This is an optimization exercise on Yosys and OpenROAD, whose aim is a short achievable clock period and few clock cycles per item, not a production implementation.
Only simulation tests tie the RTL to the original design; equivalence was not proved.
No activity file was given, so power comes from the tool's default toggle rates.

==> flow/design.v (excerpt) <==
module nx_grid_top
(
      input  logic                 clk_i
    , input  logic                 reset_i
    , input  logic                 psel_i
    , input  logic                 penable_i
    , input  logic                 pwrite_i
    , input  logic [NX_APB_AW-1:0] paddr_i
    , input  logic [NX_MSG_W-1:0]  pwdata_i
    , output logic [NX_MSG_W-1:0]  prdata_o
    , output logic                 pready_o
    , output logic                 pslverr_o
);
logic [NX_MSG_W-1:0] msg_data;
logic                msg_valid;
logic [NX_NODES-1:0][3:0] msg_cmd;
logic [NX_NODES-1:0] early_valid, early_ok;
logic [NX_REGS-1:0]  early_data;
logic [NX_NODES-1:0][NX_MSG_W-1:0]    node_data;
logic [NX_NODES-1:0]                  node_valid;
logic [NX_NODES-1:0]                  node_busy, node_done;
logic [NX_NODES-1:0][NX_REGS-1:0]     node_outputs;
logic [NX_NODES-1:0][NX_RESULT_W-1:0] results;
nx_apb_host u_host (
      .clk_i      (clk_i    )
    , .reset_i    (reset_i  )
    , .psel_i     (psel_i   )
    , .penable_i  (penable_i)
    , .pwrite_i   (pwrite_i )
    , .paddr_i    (paddr_i  )
    , .pwdata_i   (pwdata_i )
    , .prdata_o   (prdata_o )
    , .pready_o   (pready_o )
    , .pslverr_o  (pslverr_o)
    , .msg_data_o (msg_data )
    , .msg_valid_o(msg_valid)
    , .msg_cmd_o  (msg_cmd  )
    , .early_valid_o(early_valid)
    , .early_data_o(early_data)
    , .early_ok_i (early_ok )
    , .busy_i     (node_busy)
    , .results_i  (results  )
);
nx_msg_dispatch u_dispatch (
      .clk_i       (clk_i     )
    , .reset_i     (reset_i   )
    , .msg_data_i  (msg_data  )
    , .msg_valid_i (msg_valid )
    , .node_data_o (node_data )
    , .node_valid_o(node_valid)
);
for (genvar i = 0; i < NX_NODES; i++) begin : g_node
    nx_node u_node (
          .clk_i      (clk_i          )
        , .reset_i    (reset_i        )
        , .msg_data_i (node_data[i]   )
        , .msg_valid_i(msg_valid      )
  ...
Size in the first run: roughly 7700 cells after synthesis, about 79 I/O pins.
==> flow/config.mk <==
export PLATFORM = sky130hd
export DESIGN_NAME = nx_grid_top
export DESIGN_NICKNAME = nx_grid_top
export VERILOG_FILES = /design/flow/design.v
export SDC_FILE = /design/flow/constraint.sdc
export NUM_CORES = 4
export LEC_CHECK = 0
export ABC_CLOCK_PERIOD_IN_PS = 100
export CAP_MARGIN = 20
export CORE_MARGIN = 2
export CORE_UTILIZATION = 40
export SETUP_SLACK_MARGIN = 2.5
export SLEW_MARGIN = 20
export TNS_END_PERCENT = 5
==> flow/constraint.sdc <==
create_clock -name core_clock -period 5.0 [get_ports {clk_i}]
set_input_delay 1.0000 -clock core_clock [delete_from_list [all_inputs] [get_ports {clk_i}]]
set_output_delay 1.0000 -clock core_clock [all_outputs]
set_load 0.01 [all_outputs]
standard.sh (not shown) runs the stock make flow with config.mk's settings and CLKGATE_MAP_FILE= SYNTH_SCRIPT=/design/flow/synth_recipe.tcl, a recipe that flattens the netlist after the stock synthesis.
==> flow/flow/run.sh <==
#!/bin/bash
# Standard layout, except that the port buffers are plain buffers rather than
# the delay-cell the resizer picks by default, and that timing repair may
# swap a cell for any other of the same function (not only the same footprint).
set -euo pipefail
cd "$(dirname "$0")/.."
bash standard.sh synth > synth.log 2>&1
bash standard.sh finish \
    "BUFFER_PORTS_ARGS=-buffer_cell sky130_fd_sc_hd__buf_4" \
    MATCH_CELL_FOOTPRINT=0 > layout.log 2>&1
Testbench counts at the start, summed over its fixed seeds: cycles 14,898, runs 2,020.
==> next run, changes <==
--- a/flow/design.v
+++ b/flow/design.v
@@ -179,25 +179,24 @@
 localparam int D_W = X_W + S_W + F_W;
 logic [NX_INSTR_W-1:0]    store_q [NX_MAX_INSTRS];
 logic [NX_MAX_INSTRS-1:0] en_q;            
 logic [NX_REGS-1:0]       inputs_q;
 logic [NX_REGS-1:0]       regs_q;
 logic [3:0]               opd_q;
 logic [X_W-1:0]           cur_q;
 logic [D_W-1:0]           nxt_q;
 logic [GROUPS-1:0]        gnext_q;         
 logic [2*NX_INSTR_W+1:0]  raw_q;           
 logic [2*NX_INSTR_W+1:0]  raw_d, raw1;
-logic                     ready_q, restart_q, pend_q, early_q, park_q;
-logic                     stepping;
-logic [D_W-1:0]           g0_d, g1_d, g2_e, g0_q, g1_q;
+logic                     ready_q, restart_q, rs1_q, pend_q, early_q, park_q;
+logic [D_W-1:0]           g0_d, g1_d, g0_q, g1_q;
 logic [D_W-1:0]           fetch_d;
 logic                     do_load, do_inputs, do_trigger, do_clear;
 logic                     store_full, restart;
 logic [NX_MAX_INSTRS-1:0] slot_free;       
 logic [NX_REGS+3:0]       step_d, early_d, restart_d, other_d;
 logic                     publish;
 function automatic logic [3:0] truth_table(input logic [1:0] op);
     case (op)
         NX_OP_AND: truth_table = 4'b1000;
         NX_OP_OR:  truth_table = 4'b1110;
         NX_OP_XOR: truth_table = 4'b0110;
@@ -282,89 +281,90 @@
     if (reset_i) begin
         en_q     <= '0;
         inputs_q <= '0;
     end else begin
         if (do_load)   en_q     <= {en_q[NX_MAX_INSTRS-2:0], 1'b1};
         if (do_clear)  en_q     <= '0;
         if (do_inputs) inputs_q <= msg_data_i[NX_REGS-1:0];
     end
 end
 assign g0_d = decode_group(store_q[0], store_q[1], en_q[0], en_q[1], '0);
 assign g1_d = decode_group(store_q[2], store_q[3], en_q[2], en_q[3], g0_d[X_W-1:0]);
-assign g2_e = decode_group(store_q[4], store_q[5], en_q[4], en_q[5], g1_q[X_W-1:0]);
 always_ff @(posedge clk_i) begin
     g0_q <= g0_d;
     g1_q <= g1_d;
 end
 always_comb begin
     raw_d = '0;
     for (int g = 0; g < GROUPS; g++) begin
         raw_d = raw_d | (gnext_q[g] ? {en_q[2*g+1], en_q[2*g], store_q[2*g+1], store_q[2*g]} : '0);
     end
 end
 assign raw1    = {en_q[3], en_q[2], store_q[3], store_q[2]};
 assign fetch_d = decode_group(raw_q[0 +: NX_INSTR_W], raw_q[NX_INSTR_W +: NX_INSTR_W],
                               raw_q[2*NX_INSTR_W], raw_q[2*NX_INSTR_W+1], nxt_q[X_W-1:0]);
-assign early_ok_o = park_q && !restart_q;
-assign restart    = restart_q && !early_valid_i;
-assign early_d   = advance(g0_q[X_W-1:0], read_operands(g0_q[X_W +: S_W], early_data_i),
-                           early_data_i, g1_q);
+assign early_ok_o = park_q && !rs1_q && !restart_q;
+assign early_d   = {early_data_i, read_operands(g0_q[X_W +: S_W], early_data_i)};
 assign restart_d = {inputs_q, 4'b0};
 assign step_d    = advance(cur_q, opd_q, regs_q, nxt_q);
-assign other_d   = early_valid_i ? early_d : (restart_q ? restart_d : {regs_q, opd_q});
-assign stepping  = !early_valid_i && !restart_q && !park_q;
+assign other_d   = early_valid_i ? early_d : restart_d;
 always_ff @(posedge clk_i) begin
-    {regs_q, opd_q} <= stepping ? step_d : other_d;
+    {regs_q, opd_q} <= (early_valid_i || restart_q) ? other_d : step_d;
+    if (early_valid_i) begin
+        cur_q <= g0_q[X_W-1:0];
+    end else if (restart_q || park_q || ready_q) begin
+        cur_q <= '0;
+    end else begin
+        cur_q <= nxt_q[X_W-1:0];
+    end
     if (restart_q) begin
-        cur_q   <= '0;
-        nxt_q   <= g0_d;
+        nxt_q   <= g0_q;
         raw_q   <= raw1;
         gnext_q <= GROUPS'(1) << 2;
     end else if (park_q) begin
-        cur_q   <= cur_q;
         nxt_q   <= nxt_q;
         raw_q   <= raw_q;
         gnext_q <= gnext_q;
     end else if (ready_q) begin
-        cur_q   <= g1_q[X_W-1:0];
-        nxt_q   <= g2_e;
-        raw_q   <= {en_q[7], en_q[6], store_q[7], store_q[6]};
-        gnext_q <= GROUPS'(1) << 4;
+        nxt_q   <= g1_q;
+        raw_q   <= {en_q[5], en_q[4], store_q[5], store_q[4]};
+        gnext_q <= GROUPS'(1) << 3;
     end else begin
-        cur_q   <= nxt_q[X_W-1:0];
         nxt_q   <= fetch_d;
         raw_q   <= raw_d;
         gnext_q <= gnext_q << 1;
     end
 end
 always_ff @(posedge clk_i) begin
     if (reset_i) begin
-        restart_q <= 1'b1;
+        rs1_q     <= 1'b1;
+        restart_q <= 1'b0;
         ready_q   <= 1'b0;
         early_q   <= 1'b0;
         park_q    <= 1'b0;
     end else begin
         early_q   <= early_valid_i;
-        restart_q <= do_load || do_clear || (do_inputs && !early_q);
+        rs1_q     <= do_load || do_clear || (do_inputs && !early_q);
+        restart_q <= rs1_q;
         if (do_load || do_clear || (do_inputs && !early_q)) begin
             ready_q <= 1'b0;
         end else if (early_valid_i) begin
-            ready_q <= !g1_q[24];
+            ready_q <= !g0_q[24];
         end else if (restart_q) begin
-            ready_q <= !g0_d[24];
-        end else if (!park_q && !ready_q) begin
+            ready_q <= !g0_q[24];
+        end else if (!park_q && !ready_q && !rs1_q) begin
             ready_q <= !nxt_q[24];
         end
         if (restart_q || early_valid_i) begin
             park_q <= 1'b0;
-        end else if (ready_q) begin
+        end else if (ready_q && !rs1_q) begin
             park_q <= 1'b1;
         end
     end
 end
 assign publish = (pend_q || do_trigger) && ready_q;
 always_ff @(posedge clk_i) begin
     if (reset_i) begin
         pend_q <= 1'b0;
     end else begin
         pend_q <= (pend_q || do_trigger) && !ready_q;
     end
Synthesized cell count went down by roughly a tenth.
Power went down slightly.
Cell count went down by roughly a tenth.
Clock power went down by a few percent.
Setup slack improved by 210 ps.
Count of clock-buffer cells in the layout went up by 14.
Die area went down by a little under a tenth.
Wire length went down by about a fifth.
Flip-flop and latch count went up by 8.
Clock skew went down by 9.6 ps.
Combinational power went up by a few percent.
Worst hold slack got worse by 9.2 ps.
Global-route usage went down by 3.6 points.
Via count went down by about a fifth.
Testbench counts after the change, summed over its fixed seeds: cycles 15,310, runs 2,020.

==> static timing again, ports no longer ideal <==
No port has a modelled driver above. Below, the same layouts with a new extraction and two added sets of constraints.
Step 1 assumes that a clkbuf_16 drives the clock port and a buf_2 every other input.
Step 2 moves the port delays by t, midway between the first and last clock arrival at a register: inputs arrive t later, outputs are due t later. That takes back most of the time a late clock gives input paths.
a / b / c = ideal ports / drivers / drivers and shift; a / b = the first two.
run | t, ns | setup WS [ns] | worst setup path at the end
the first run | 0.938 | 2.169 / 2.169 / 1.274 | input to register
the second run | 0.919 | 2.378 / 2.303 / 1.598 | input to register
After both steps every run listed still meets setup and hold. For the first run, which loses most, drivers alone change the setup slack by 0.000 ns; drivers and shift together by -0.895 ns.
